What follows belongs to an exercise in optimizing a design on an open flow for small area and a short achievable clock period; a production flow would make more cautious choices.
Function was checked by simulation only, so behaviour that the tests miss may differ from the original.

[design.v]
module md_sched #(
  parameter int MUL_CYCLES = 5,
  parameter int DIV_CYCLES = 10
) (
  input  logic        clk,
  input  logic        reset,
  input  logic [3:0]  md_op,
  input  logic [31:0] md_a,
  input  logic [31:0] md_b,
  input  logic        d_md_use,
  output logic        busy,
  output logic        md_start,
  output logic        md_stall,
  output logic [31:0] md_rd,
  output logic [31:0] hi,
  output logic [31:0] lo
);
  localparam logic [3:0] OP_MULT  = 4'd1;
  localparam logic [3:0] OP_MULTU = 4'd2;
  localparam logic [3:0] OP_DIV   = 4'd3;
  localparam logic [3:0] OP_DIVU  = 4'd4;
  localparam logic [3:0] OP_MTHI  = 4'd5;
  localparam logic [3:0] OP_MTLO  = 4'd6;
  localparam logic [3:0] OP_MFHI  = 4'd7;
  localparam logic [3:0] OP_MFLO  = 4'd8;
  localparam int W = 35;
  function automatic logic [W-1:0] add_rc(input logic [W-1:0] x, input logic [W-1:0] y, input logic ci);
    logic c;
    c = ci;
    for (int i = 0; i < W; i++) begin
      add_rc[i] = x[i] ^ y[i] ^ c;
      c = (x[i] & y[i]) | (c & (x[i] ^ y[i]));
    end
  endfunction
  function automatic logic [W-1:0] booth_pp(input logic [32:0] m, input logic x1, input logic x0, input logic xp);
    logic one, two, neg;
    logic [W-1:0] me, m2;
    one = x0 ^ xp;
    two = (x1 & ~x0 & ~xp) | (~x1 & x0 & xp);
    neg = x1;
    me  = {{(W-33){m[32]}}, m};
    m2  = {me[W-2:0], 1'b0};
    booth_pp = (({W{one}} & me) | ({W{two}} & m2)) ^ {W{neg}};
  endfunction
  logic [3:0]  cnt;
  logic        dv, sg, nq, qb;
  logic [32:0] M;
  logic [33:0] R;
  logic [31:0] Q;
  logic is_mul, is_div, idle;
  assign is_mul = (md_op == OP_MULT) || (md_op == OP_MULTU);
  assign is_div = (md_op == OP_DIV) || (md_op == OP_DIVU);
  assign idle   = (cnt == 4'd0);
  logic last, first_d, step_d, fin_d, fin_m;
  assign last    = (cnt == 4'd1);
  assign first_d = dv & (cnt == 4'd10);
  assign fin_d   = dv & last;
  assign fin_m   = ~dv & last;
  assign step_d  = dv & ~first_d & ~last;
  logic [W-1:0] A [4];
  logic [W-1:0] S [4];
  logic [W-1:0] O [4];
  logic         x1 [4];
  logic         x0 [4];
  logic         xp [4];
  logic         cx [4];
  logic [3:0]   qd;
  always_comb begin
    for (int k = 0; k < 4; k++) begin
      x1[k] = 1'b0; x0[k] = 1'b0; xp[k] = 1'b0; cx[k] = 1'b0;
      A[k]  = '0;
    end
    if (!dv) begin
      for (int k = 0; k < 4; k++) begin
        x1[k] = Q[2*k+1];
        x0[k] = Q[2*k];
        xp[k] = (k == 0) ? qb : Q[2*k-1];
      end
      if (last) begin
        x1[0] = sg & qb;
        x0[0] = sg & qb;
        xp[0] = qb;
      end
    end else if (first_d) begin
      x1[0] = M[32];
      x0[0] = 1'b0;
      xp[0] = 1'b1;
      cx[1] = sg & Q[31];
    end else if (last) begin
      cx[0] = qb;
      cx[1] = nq;
    end else begin
      for (int k = 0; k < 4; k++) begin
        x1[k] = 1'b1;
        x0[k] = 1'b0;
        xp[k] = 1'b1;
      end
    end
    if (!dv)          A[0] = {R[33], R};
    else if (first_d) A[0] = '0;
    else if (last)    A[0] = {1'b0, R} ^ {W{qb}};
    else              A[0] = {R, Q[31]};
    S[0] = add_rc(A[0], booth_pp(M, x1[0], x0[0], xp[0]), x1[0] | cx[0]);
    qd[0] = ~S[0][W-1];
    O[0] = (dv & ~qd[0]) ? A[0] : S[0];
    for (int k = 1; k < 4; k++) begin
      if (!dv)                     A[k] = {{2{O[k-1][W-1]}}, O[k-1][W-1:2]};
      else if (k == 1 && first_d)  A[k] = {3'b000, Q ^ {32{sg & Q[31]}}};
      else if (k == 1 && last)     A[k] = {3'b000, Q ^ {32{nq}}};
      else                         A[k] = {O[k-1][W-2:0], Q[31-k]};
      S[k] = add_rc(A[k], booth_pp(M, x1[k], x0[k], xp[k]), x1[k] | cx[k]);
      qd[k] = ~S[k][W-1];
      O[k] = (dv & ~qd[k]) ? A[k] : S[k];
    end
  end
  always_ff @(posedge clk) begin
    if (reset) begin
      cnt <= 4'd0;
    end else if (idle) begin
      if (is_mul)      cnt <= 4'(MUL_CYCLES);
      else if (is_div) cnt <= 4'(DIV_CYCLES);
    end else begin
      cnt <= cnt - 4'd1;
    end
  end
  always_ff @(posedge clk) begin
    if (idle) begin
      dv <= is_div;
      sg <= (md_op == OP_MULT) || (md_op == OP_DIV);
      nq <= ((md_op == OP_DIV) & md_a[31]) ^ ((md_op == OP_DIV) & md_b[31]);
      qb <= (md_op == OP_DIV) & md_a[31];
      M  <= {((md_op == OP_MULT) || (md_op == OP_DIV)) & md_b[31], md_b};
      Q  <= md_a;
      R  <= '0;
    end else if (!dv) begin
      R  <= {O[3][W-1], O[3][W-1:2]};
      Q  <= {O[3][1:0], O[2][1:0], O[1][1:0], O[0][1:0], Q[31:8]};
      qb <= Q[7];
    end else if (first_d) begin
      M  <= S[0][32:0];
      Q  <= S[1][31:0];
    end else if (step_d) begin
      R  <= O[3][33:0];
      Q  <= {Q[27:0], qd[0], qd[1], qd[2], qd[3]};
    end
  end
  always_ff @(posedge clk) begin
    if (reset) begin
      hi <= 32'd0;
      lo <= 32'd0;
    end else if (idle) begin
      if (md_op == OP_MTHI) hi <= md_a;
      if (md_op == OP_MTLO) lo <= md_a;
    end else if (fin_m) begin
      hi <= S[0][31:0];
      lo <= Q;
    end else if (fin_d && (M != 33'd0)) begin
      hi <= S[0][31:0];
      lo <= S[1][31:0];
    end
  end
  always_comb begin
    busy     = !idle;
    md_start = idle && (is_mul || is_div);
    md_stall = (busy || md_start) && d_md_use;
    md_rd    = 32'd0;
    if (md_op == OP_MFHI)      md_rd = hi;
    else if (md_op == OP_MFLO) md_rd = lo;
  end
endmodule
[run.sh]
#!/bin/bash
# synth_recipe.tcl (not shown) runs the flow's synth.tcl, then flattens the netlist and writes it again
# the make line also repeats each setting of config.mk as NAME=value (left out here)
make -C /OpenROAD-flow-scripts/flow DESIGN_CONFIG=/design/flow/config.mk WORK_HOME=/design/flow/orfs CLKGATE_MAP_FILE= SYNTH_SCRIPT=/design/flow/synth_recipe.tcl finish
[config.mk]
export PLATFORM = sky130hd
export DESIGN_NAME = md_sched
export DESIGN_NICKNAME = md_sched
export VERILOG_FILES = /design/flow/design.v
export SDC_FILE = /design/flow/constraint.sdc
export NUM_CORES = 4
export LEC_CHECK = 0
export CAP_MARGIN = 20
export CORE_MARGIN = 2
export CORE_UTILIZATION = 40
export SETUP_SLACK_MARGIN = 2
export SLEW_MARGIN = 20
[constraint.sdc]
create_clock -name core_clock -period 80.0 [get_ports {clk}]
set_input_delay 16.0000 -clock core_clock [delete_from_list [all_inputs] [get_ports {clk}]]
set_output_delay 16.0000 -clock core_clock [all_outputs]
set_load 0.01 [all_outputs]
==> notes.md <==
-- kinds of logic after synthesis --
kind of cell	after synthesis
muxes	211
xor gates and xnor gates	55
adders and majority gates	137
and+or+nand+nor	812
AOI/OAI and AO/OA	717
DFF	171
buffers and inverters	279
-- routing by layer --
layer	part of all wire	vias up	routed length, microns
li1	-	8668	-
met1	0.43	9609	35400
met2	0.43	1207	35800
met3	0.11	133	8840
met4	0.027	0	2250
met5	0	-	0
-- worst max-delay path: cells and delay by family, from the launching register on --
kind	cells	cell delay, ns
DFF	1	0.34
adders and majority gates	134	58.65
muxes	4	1.29
xor gates and xnor gates	4	1.47
buffers and inverters	19	2.54
AOI/OAI and AO/OA	8	1.45
and+or+nand+nor	14	3.86
-- worst paths after layout --
check | slack, ns | from | cells past startpoint | to
max | 10.16 | cnt[1] | 183 | R[31]
min | 0.51 | lo[26] | 2 | lo[26]
max reg2reg | 10.16 | cnt[1] | 183 | R[31]
min reg2reg | 0.51 | lo[26] | 2 | lo[26]
-- cell usage in the layout, fill, tap and decap left out, drive strengths merged, types with 59 or more instances in the layout --
cell type,n
dfxtp,102
nand2,298
a311oi,60
edfxtp,69
mux2i,148
clkdlybuf4s50,168
a21oi,134
nor2,346
fa,134
o21ai,168
a22oi,79
mux2,59
-- cell type report --
class / count / area (sq um)
antenna: 3 / 7.51
tap: 615 / 769
timing repair buffer: 221 / 2090
fill: 4732 / 25800
clock inverter: 13 / 121
inverter: 31 / 116
clock buffer: 19 / 464
sequential: 171 / 4110
multi-input combinational: 1932 / 14000
-- registers in the layout, indices dropped and copies added (netlist names) --
| signal | flops |
|---|---|
| dv | 1 |
| nq | 1 |
| cnt | 4 |
| hi | 32 |
| sg | 1 |
| lo | 32 |
| Q | 32 |
| qb | 1 |
| M | 33 |
| R | 34 |
-- per-stage QoR --
stage,hold slack [ns],utilization
3_3_place_gp,0.501,0.445
2_1_floorplan,0.494,-
4_1_cts,0.515,0.457
5_1_grt,0.545,0.457
3_5_place_dp,0.505,0.445
6_report,0.510,0.457
==> flow_summary.toml <==
[synth]
synth_area_leaders = "fa_1 (14%), edfxtp_1 (11%), dfxtp_1 (11%)"
synth_compound_area_frac = 0.260
avgSynthCellArea_sq_um = 8.02
synth_simple_gate_area_frac = 0.181
synthArstFlopShare = 0
ys_ff_latch = 171
ys_seq_area_frac = 0.215
yosysMostFrequentCell = "nor2_1"
synth_top_area_cell = "fa_1"
yosysUniqueCellTypes = 85
muxShareOfSynthArea = 0.118
synthAdderAreaFrac = 0.142
synth_edf_count = 69
synth_common_cells = "nor2_1 (345), nand2_1 (297), clkbuf_1 (195)"
ys.flop_type = "dfxtp_1"
post-synth-top-area-fraction = 0.141
synthCells = 2382
syn-num-nets = 2590
synth_top_family_by_area = "compound AO/OA/AOI/OAI gates"
synth_area_sq_um = 19100
synth_warnings = 8
synth_xor_area_frac = 0.0262

[setup_path]
crit_top_cell = "fa_1"
arrival_ns = 70.16
cp.required_ns = 80.33
cpMaxStageDelayCell = "xnor2_1"
cp-start-kind = "register"
cpPeakStageDelay_ns = 0.74
critPathCaptureType = "register"
critPathKind = "register to register"
worstPathMaxFanout = 34

[clocking]
cts_setup_buffers = 0
clkSlewWorstSetupHoldPaths_ns = 0.08
cts_resized = 0
clockBufferDepth = 2
htree_levels = 4
clock_latency_ns = 0.50
cts_buffers = 17
ctsHoldBuffers = 0
cts_tree = "yes"
root_buffer = "clkbuf_16"
clock_sink_count = 171

[global_route]
grtUsageTotal = 0.325
grt_max_degree = 92
antenna_found_initial = 2
overflow = 0
grt_use_met1 = 0.460
use_met3 = 0.0796
grt-busiest-layer = "met2"
grt_pass1_wl_microns = 121000
grt_pass1_vias = 18369
met2_usage = 0.489

[drt]
vias = 19617
final_antenna_net_count = 0
post-route-drc-count = 0
wl_per_cell_microns = 27.4
first_pass_iters = 9
drt_wl_total_microns = 82200
drtIter0Drc = 2483
routed_via_density = 6.53

[placed_design]
placed_area_sq_um = 21100
globalplace.congestion = 0.943
place_inst = 2970
portBuffers = 169
dp_hpwl_microns = 60600
pre_cts_slack_ns = 10.11

[finish]
drive_above_1_share = 0.0762
fin_nets = 2582
synthToLayoutAreaGrowth_pct = 13.6
fin_cells = 3005
final_cell_area_sq_um = 21700

[timing]
clock_skew_ns = 0.0288
finalSetupTns_ns = 0
fin_crit_sh = 0.873
worstMarginPinSlew_ns = 0.927
setup_viol = 0
max_freq_mhz = 14.3
finalMaxSlewViolations = 0
slew_headroom = 0.382
rsz0062_at_grt = "no"
layout_setup_ws_ns = 10.16
final_hold_viol_count = 0
fin_crit_ns = 69.84

[die]
start_util = 0.402
rows = 80
die_w_microns = 222
coreArea_sq_um = 47400
dieArea_sq_um = 49500
io_pins = 170
die_y_microns = 222

[run]
drv_cap = 0

[worst_hold_path]
hold_path.class = "register to register"

[status]
status = "no timing/DRC/antenna violations"

static timing again, ports no longer ideal:
Ports are ideal in the flow. The routed layout listed here was re-timed in OpenROAD. Step 1 (the two cells are an assumption about what drives the block):
set clk [get_ports {clk}]
set_driving_cell -lib_cell sky130_fd_sc_hd__clkbuf_16 $clk
set_driving_cell -lib_cell sky130_fd_sc_hd__buf_2 [delete_from_list [all_inputs] $clk]
Step 2, shift: input delay + t, output delay - t, t = (earliest + latest rising clock arrival at the registers) / 2. This alone moves slack from input paths to output paths. Slacks: no drivers / after step 1 / after step 2; pairs: no drivers / after step 1.
t, ns: 0.544
setup WS [ns]: 10.164 / 10.164 / 10.164
cell pins on the clock port's net: 1
After both steps setup and hold are still met in this run. The setup slack of this run moves by 0.000 ns with the drivers and by 0.000 ns with both steps.
